What follows belongs to an exercise in optimizing a design on an open flow for small area, a short achievable clock period and few clock cycles per item; a production flow would make more cautious choices.
Function was checked by simulation only, so behaviour that the tests miss may differ from the original.

==> run P <==
## civil_datetime_to_ajd_fraction
module civil_datetime_to_ajd_fraction (
    input  logic        clk,
    input  logic        rst_n,
    input  logic        in_valid,
    output logic        in_ready,
    input  logic        in_mode,
    input  logic [13:0] in_year,
    input  logic [3:0]  in_month,
    input  logic [4:0]  in_day,
    input  logic [4:0]  in_hour,
    input  logic [5:0]  in_minute,
    input  logic [5:0]  in_second,
    output logic        out_valid,
    input  logic        out_ready,
    output logic [22:0] out_julian_day,
    output logic [39:0] out_ajd_numerator,
    output logic [17:0] out_ajd_denominator
);
clock: 10.0 ns
lec_check: 0
abc_area: 1
cap_margin: 20
core_margin: 2
core_utilization: 55
setup_slack_margin: 4
slew_margin: 20
run.sh (not shown) runs the stock make flow with config.mk's settings and CLKGATE_MAP_FILE= SYNTH_SCRIPT=/design/flow/synth_recipe.tcl, a recipe that flattens the netlist after the stock synthesis.
==> inputs of run F, as changes to run P <==
- SETUP_SLACK_MARGIN: 4 -> 5
==> comparison <==
- Between run F and run P, the lower clock skew is in run F (gap 3.4 ps).
- Of run F and run P, run F has the higher via count (gap 5.4%, measured against run P).
- Against run P, the non-clock buffer count of run F is higher by 187.
- Of run P and run F, run F has the higher count of clock-buffer cells in the layout (gap 1).
- Against run P, the sequential share of layout area of run F is lower by 2.0 points.
- Between run F and run P, the lower wire length is in run P (gap about 9%, measured against run P).
- Against run P, the setup slack of run F is better by 480 ps.
- In synthesized cell count, run F and run P do not differ.
- In die area, run P and run F do not differ.
==> figures <==
|  | run P | run F |
|---|---|---|
| Status | timing/DRC/antenna clean | timing/DRC/antenna clean |
| Total setup buffers inserted after CTS | 4 | 125 |
| Critical path startpoint | sel3[8]$_DFFE_PN_ | sel3[3]$_DFFE_PN_ |
| Fraction of layout cells with a size suffix above 1 | 0.0415 | 0.166 |
| Worst path depth | 23 | 27 |
| Final area over synthesized area | 1.103x | 1.201x |
| Routed met2 length | 32200 µm | 35000 µm |
| Post-route met1 wirelength | 26600 µm | 27900 µm |
| Non-clock inverter count in the final layout | 691 | 697 |
| Worst flop-to-flop path startpoint | sel3[8]$_DFFE_PN_ | sel3[3]$_DFFE_PN_ |
| Max Fanout on Critical Path | 8 | 6 |
| Hpwl dp | 50300 µm | 50000 µm |
| Number of placed instances, taps included | 3677 | 3676 |
| Placement Cell Area | 28800 µm² | 28800 µm² |
| Multi-input gate share of total cell area | 0.562 | 0.548 |
| Final setup skew | 22.3 ps | 18.9 ps |
| Largest stage delay on the critical path | 560 ps | 490 ps |
| Met3 routed wirelength | 2990 µm | 3620 µm |
| Final Util | 0.613 | 0.667 |
Testbench counts of run P, summed over its fixed seeds: cycles 800, items 768.
Testbench counts of run F, summed over its fixed seeds: cycles 800, items 768.

* * *

==> run a <==
Another version of the RTL of civil_datetime_to_ajd_fraction (not shown whole).
==> flow/config.mk <==
export PLATFORM = sky130hd
export DESIGN_NAME = civil_datetime_to_ajd_fraction
export DESIGN_NICKNAME = civil_datetime_to_ajd_fraction
export VERILOG_FILES = /design/flow/design.v
export SDC_FILE = /design/flow/constraint.sdc
export NUM_CORES = 4
export LEC_CHECK = 0
export ABC_AREA = 1
export CAP_MARGIN = 10
export CORE_MARGIN = 2
export CORE_UTILIZATION = 55
export SETUP_SLACK_MARGIN = 5
export SLEW_MARGIN = 10
==> flow/constraint.sdc <==
create_clock -name core_clock -period 10.0 [get_ports {clk}]
set_input_delay 2.0000 -clock core_clock [delete_from_list [all_inputs] [get_ports {clk}]]
set_output_delay 2.0000 -clock core_clock [all_outputs]
set_load 0.01 [all_outputs]
==> run b: changes against run a <==
--- a/flow/design.v
+++ b/flow/design.v
@@ -905,25 +905,27 @@
     assign ql_rb = {30'd0, ql_w87, ql_w85, ql_w83, ql_w81, ql_w79, ql_w77, ql_w75, ql_w73, ql_w71, ql_w69, ql_w67, ql_w65, ql_w63, ql_w61, ql_w59, ql_w57, ql_w55, n0};
     assign ql_sum = cdajd_pkg::bk_add(ql_ra, ql_rb);
     assign q = ql_sum[17:0];
 endmodule
 module cdajd_mult (
     input  logic [22:0] jd,
     input  logic [17:0] qp,
+    input  logic [2:0]  a,
     input  logic [11:0] sel,    
-    output logic [46:0] w
+    output logic [39:0] num
 );
     logic        n0, n1, n2, k0, k1, k2;
     logic [3:0]  e2;
     logic [2:0]  e3;
     logic [1:0]  e4;
     logic [22:0] r0, r1;
     logic [25:0] r2;
     logic [24:0] r3, r4;
     logic [17:0] rq;
+    logic [46:0] w;
     assign {n0, n1, n2, e2, e3, e4} = sel;
     assign k0 = ~n0;
     assign k1 = ~n1;
     assign k2 = ~n2 | ~e2[0];
     assign r0 = jd ^ {23{n0}};
     assign r1 = jd ^ {23{n1}};
     assign r2 = ({26{e2[0]}} & {3'd0, jd ^ {23{n2}}}) | ({26{e2[1]}} & {2'd0, jd, 1'd0})
@@ -1284,14 +1286,15 @@
     assign nm_w232 = (nm_w170 & r4[23]) | (nm_w170 & 1'b1) | (r4[23] & 1'b1);
     assign nm_w233 = r4[24] ^ 1'b1;
     assign nm_w234 = r4[24] & 1'b1;
     assign nm_ra = {1'd0, 1'b1, 1'b1, 1'b1, 1'b1, 1'b1, 1'b1, 1'b1, nm_w234, nm_w232, nm_w230, nm_w228, nm_w226, nm_w224, nm_w222, nm_w220, nm_w218, nm_w216, nm_w214, nm_w212, nm_w210, nm_w208, nm_w206, nm_w204, nm_w202, nm_w200, nm_w198, nm_w196, nm_w194, nm_w192, nm_w190, nm_w188, nm_w186, nm_w184, nm_w182, nm_w180, nm_w178, nm_w176, nm_w174, nm_w172, n0, rq[6], rq[5], rq[4], rq[3], rq[2], rq[1], rq[0]};
     assign nm_rb = {1'd0, 1'b0, 1'b0, 1'b0, 1'b0, 1'b0, 1'b0, 1'b0, 1'b1, nm_w233, nm_w231, nm_w229, nm_w227, nm_w225, nm_w223, nm_w221, nm_w219, nm_w217, nm_w215, nm_w213, nm_w211, nm_w209, nm_w207, nm_w205, nm_w203, nm_w201, nm_w199, nm_w197, nm_w195, nm_w193, nm_w191, nm_w189, nm_w187, nm_w185, nm_w183, nm_w181, nm_w179, nm_w177, nm_w175, nm_w173, nm_w171, 1'b0, 1'b0, 1'b0, 1'b0, 1'b0, 1'b0, 1'b0};
     assign nm_sum = cdajd_pkg::bk_add(nm_ra, nm_rb);
     assign w = nm_sum[46:0];
+    assign num = 40'(w >> a);
 endmodule
 module civil_datetime_to_ajd_fraction (
     input  logic        clk,
     input  logic        rst_n,
     input  logic        in_valid,
     output logic        in_ready,
     input  logic        in_mode,
@@ -1401,29 +1404,29 @@
             a3  <= zi2[0] ? 3'd0 : zi2[1] ? 3'd1 : zi2[2] ? 3'd2 : zi2[3] ? 3'd3 :
                    zi2[4] ? 3'd4 : zi2[5] ? 3'd5 : zi2[6] ? 3'd6 : 3'd7;
             b3  <= b2;
             c3  <= c2;
             sel3 <= sel2;
         end
     end
-    logic [46:0] wc;
-    cdajd_mult u_mul (.jd(jd3), .qp(qp3), .sel(sel3), .w(wc));
+    logic [39:0] numc;
+    cdajd_mult u_mul (.jd(jd3), .qp(qp3), .a(a3), .sel(sel3), .num(numc));
     logic [22:0] rjd;
-    logic [46:0] rw;
+    logic [39:0] rnum;
     logic [2:0]  ra;
     logic [1:0]  rb, rc;
     always_ff @(posedge clk)
     begin
         if (adv_o)
         begin
             rjd  <= jd3;
-            rw   <= wc;
+            rnum <= numc;
             ra   <= a3;
             rb   <= b3;
             rc   <= c3;
         end
     end
     assign out_valid           = ov;
     assign out_julian_day      = rjd;
-    assign out_ajd_numerator   = 40'(rw >> ra);
+    assign out_ajd_numerator   = rnum;
     assign out_ajd_denominator = {1'b0, cdajd_pkg::den_of({ra, rb, rc})};
 endmodule
- CAP_MARGIN: 10 -> 20
- CORE_UTILIZATION: 55 -> 65
- SLEW_MARGIN: 10 -> 20
==> results by group <==
Clocking
  • Clk sink count: 241

Cells and area
  • Inverters: 674

Status
  • Status: finished clean

Yosys
  • Register area share after synthesis: between 20% and 30%
The numbers above come from run b.

==> results by group <==
Status
  • Status: finished clean

Clocking
  • Clk sink count: 240

Yosys
  • Register area share after synthesis: a little over a quarter

Cells and area
  • Inverters: 677
The numbers above come from run a.

Testbench counts of run a, summed over its fixed seeds: cycles 800, items 768.
Testbench counts of run b, summed over its fixed seeds: cycles 800, items 768.

* * *

==> 10-03 <==
civil_datetime_to_ajd_fraction with an RTL version that a note above also has.
==> flow/design.v (excerpt) <==
module civil_datetime_to_ajd_fraction (
    input  logic        clk,
    input  logic        rst_n,
    input  logic        in_valid,
    output logic        in_ready,
    input  logic        in_mode,
    input  logic [13:0] in_year,
    input  logic [3:0]  in_month,
    input  logic [4:0]  in_day,
    input  logic [4:0]  in_hour,
    input  logic [5:0]  in_minute,
    input  logic [5:0]  in_second,
    output logic        out_valid,
    input  logic        out_ready,
    output logic [22:0] out_julian_day,
    output logic [39:0] out_ajd_numerator,
    output logic [17:0] out_ajd_denominator
);
==> flow/config.mk <==
export PLATFORM = sky130hd
export DESIGN_NAME = civil_datetime_to_ajd_fraction
export DESIGN_NICKNAME = civil_datetime_to_ajd_fraction
export VERILOG_FILES = /design/flow/design.v
export SDC_FILE = /design/flow/constraint.sdc
export NUM_CORES = 4
export LEC_CHECK = 0
export ABC_AREA = 1
export CAP_MARGIN = 20
export CORE_MARGIN = 2
export CORE_UTILIZATION = 55
export SETUP_SLACK_MARGIN = 5
export SLEW_MARGIN = 20
==> flow/constraint.sdc <==
create_clock -name core_clock -period 10.0 [get_ports {clk}]
set_input_delay 2.0000 -clock core_clock [delete_from_list [all_inputs] [get_ports {clk}]]
set_output_delay 2.0000 -clock core_clock [all_outputs]
set_load 0.01 [all_outputs]
==> 02-10: changes against 10-03 <==
--- a/flow/design.v
+++ b/flow/design.v
@@ -905,27 +905,25 @@
     assign ql_rb = {30'd0, ql_w87, ql_w85, ql_w83, ql_w81, ql_w79, ql_w77, ql_w75, ql_w73, ql_w71, ql_w69, ql_w67, ql_w65, ql_w63, ql_w61, ql_w59, ql_w57, ql_w55, n0};
     assign ql_sum = cdajd_pkg::bk_add(ql_ra, ql_rb);
     assign q = ql_sum[17:0];
 endmodule
 module cdajd_mult (
     input  logic [22:0] jd,
     input  logic [17:0] qp,
-    input  logic [2:0]  a,
     input  logic [11:0] sel,    
-    output logic [39:0] num
+    output logic [46:0] w
 );
     logic        n0, n1, n2, k0, k1, k2;
     logic [3:0]  e2;
     logic [2:0]  e3;
     logic [1:0]  e4;
     logic [22:0] r0, r1;
     logic [25:0] r2;
     logic [24:0] r3, r4;
     logic [17:0] rq;
-    logic [46:0] w;
     assign {n0, n1, n2, e2, e3, e4} = sel;
     assign k0 = ~n0;
     assign k1 = ~n1;
     assign k2 = ~n2 | ~e2[0];
     assign r0 = jd ^ {23{n0}};
     assign r1 = jd ^ {23{n1}};
     assign r2 = ({26{e2[0]}} & {3'd0, jd ^ {23{n2}}}) | ({26{e2[1]}} & {2'd0, jd, 1'd0})
@@ -1286,15 +1284,14 @@
     assign nm_w232 = (nm_w170 & r4[23]) | (nm_w170 & 1'b1) | (r4[23] & 1'b1);
     assign nm_w233 = r4[24] ^ 1'b1;
     assign nm_w234 = r4[24] & 1'b1;
     assign nm_ra = {1'd0, 1'b1, 1'b1, 1'b1, 1'b1, 1'b1, 1'b1, 1'b1, nm_w234, nm_w232, nm_w230, nm_w228, nm_w226, nm_w224, nm_w222, nm_w220, nm_w218, nm_w216, nm_w214, nm_w212, nm_w210, nm_w208, nm_w206, nm_w204, nm_w202, nm_w200, nm_w198, nm_w196, nm_w194, nm_w192, nm_w190, nm_w188, nm_w186, nm_w184, nm_w182, nm_w180, nm_w178, nm_w176, nm_w174, nm_w172, n0, rq[6], rq[5], rq[4], rq[3], rq[2], rq[1], rq[0]};
     assign nm_rb = {1'd0, 1'b0, 1'b0, 1'b0, 1'b0, 1'b0, 1'b0, 1'b0, 1'b1, nm_w233, nm_w231, nm_w229, nm_w227, nm_w225, nm_w223, nm_w221, nm_w219, nm_w217, nm_w215, nm_w213, nm_w211, nm_w209, nm_w207, nm_w205, nm_w203, nm_w201, nm_w199, nm_w197, nm_w195, nm_w193, nm_w191, nm_w189, nm_w187, nm_w185, nm_w183, nm_w181, nm_w179, nm_w177, nm_w175, nm_w173, nm_w171, 1'b0, 1'b0, 1'b0, 1'b0, 1'b0, 1'b0, 1'b0};
     assign nm_sum = cdajd_pkg::bk_add(nm_ra, nm_rb);
     assign w = nm_sum[46:0];
-    assign num = 40'(w >> a);
 endmodule
 module civil_datetime_to_ajd_fraction (
     input  logic        clk,
     input  logic        rst_n,
     input  logic        in_valid,
     output logic        in_ready,
     input  logic        in_mode,
@@ -1404,29 +1401,29 @@
             a3  <= zi2[0] ? 3'd0 : zi2[1] ? 3'd1 : zi2[2] ? 3'd2 : zi2[3] ? 3'd3 :
                    zi2[4] ? 3'd4 : zi2[5] ? 3'd5 : zi2[6] ? 3'd6 : 3'd7;
             b3  <= b2;
             c3  <= c2;
             sel3 <= sel2;
         end
     end
-    logic [39:0] numc;
-    cdajd_mult u_mul (.jd(jd3), .qp(qp3), .a(a3), .sel(sel3), .num(numc));
+    logic [46:0] wc;
+    cdajd_mult u_mul (.jd(jd3), .qp(qp3), .sel(sel3), .w(wc));
     logic [22:0] rjd;
-    logic [39:0] rnum;
+    logic [46:0] rw;
     logic [2:0]  ra;
     logic [1:0]  rb, rc;
     always_ff @(posedge clk)
     begin
         if (adv_o)
         begin
             rjd  <= jd3;
-            rnum <= numc;
+            rw   <= wc;
             ra   <= a3;
             rb   <= b3;
             rc   <= c3;
         end
     end
     assign out_valid           = ov;
     assign out_julian_day      = rjd;
-    assign out_ajd_numerator   = rnum;
+    assign out_ajd_numerator   = 40'(rw >> ra);
     assign out_ajd_denominator = {1'b0, cdajd_pkg::den_of({ra, rb, rc})};
 endmodule
==> metrics.md <==
| Metric | Value |
|---|---|
| Run status | complete, no violations |
| Post-synthesis sequential area ratio | 27.0% |
| Post-synthesis async set-or-reset flop share | 2.08% |
| WL met3 | 3.26 mm |
| Post-synth EDFFs | 235 |
# the run above: 02-10

==> metrics.md <==
| Metric | Value |
|---|---|
| Leading cell kind | multi-input combinational cells |
| Reg2reg end | rnum[27] |
| Post-synthesis async set-or-reset flop share | 2.07% |
| Run status | complete, no violations |
| GRT met3 Usage | 3.10% |
| Post-synth EDFFs | 236 |
| WL met3 | 3.43 mm |
# the run above: 10-03

Testbench counts of 10-03, summed over its fixed seeds: cycles 800, items 768.
Testbench counts of 02-10, summed over its fixed seeds: cycles 800, items 768.

==> static timing again, ports no longer ideal <==
In the flow no input, the clock included, has a driving cell. The finished layouts below were timed again as built, in two steps.
Step 1 assumes that a clkbuf_16 drives the clock port and a buf_2 every other input.
Step 2 moves the port delays by t, midway between the first and last clock arrival at a register: inputs arrive t later, outputs are due t later. That takes back most of the time a late clock gives input paths.
Three values: no drivers, after step 1, after step 2; two values: the first two.
run | t (ns) | setup slack, ns | slew at the worst register clock pin (ns) | worst slew at a driven data input, ns
run P | 0.628 | 4.275 / 4.275 / 4.023 | 0.08 / 0.08 | 0.03
run F | 0.595 | 4.753 / 4.753 / 4.602 | 0.07 / 0.07 | 0.04
run a | 0.625 | 5.014 / 4.990 / 4.511 | 0.06 / 0.06 | 0.08
run b | 0.605 | 4.649 / 4.649 / 4.446 | 0.07 / 0.07 | 0.04
10-03 | 0.631 | 4.704 / 4.704 / 4.593 | 0.07 / 0.07 | 0.04
02-10 | 0.625 | 5.014 / 4.990 / 4.511 | 0.06 / 0.06 | 0.08
After both steps every run listed still meets setup and hold.
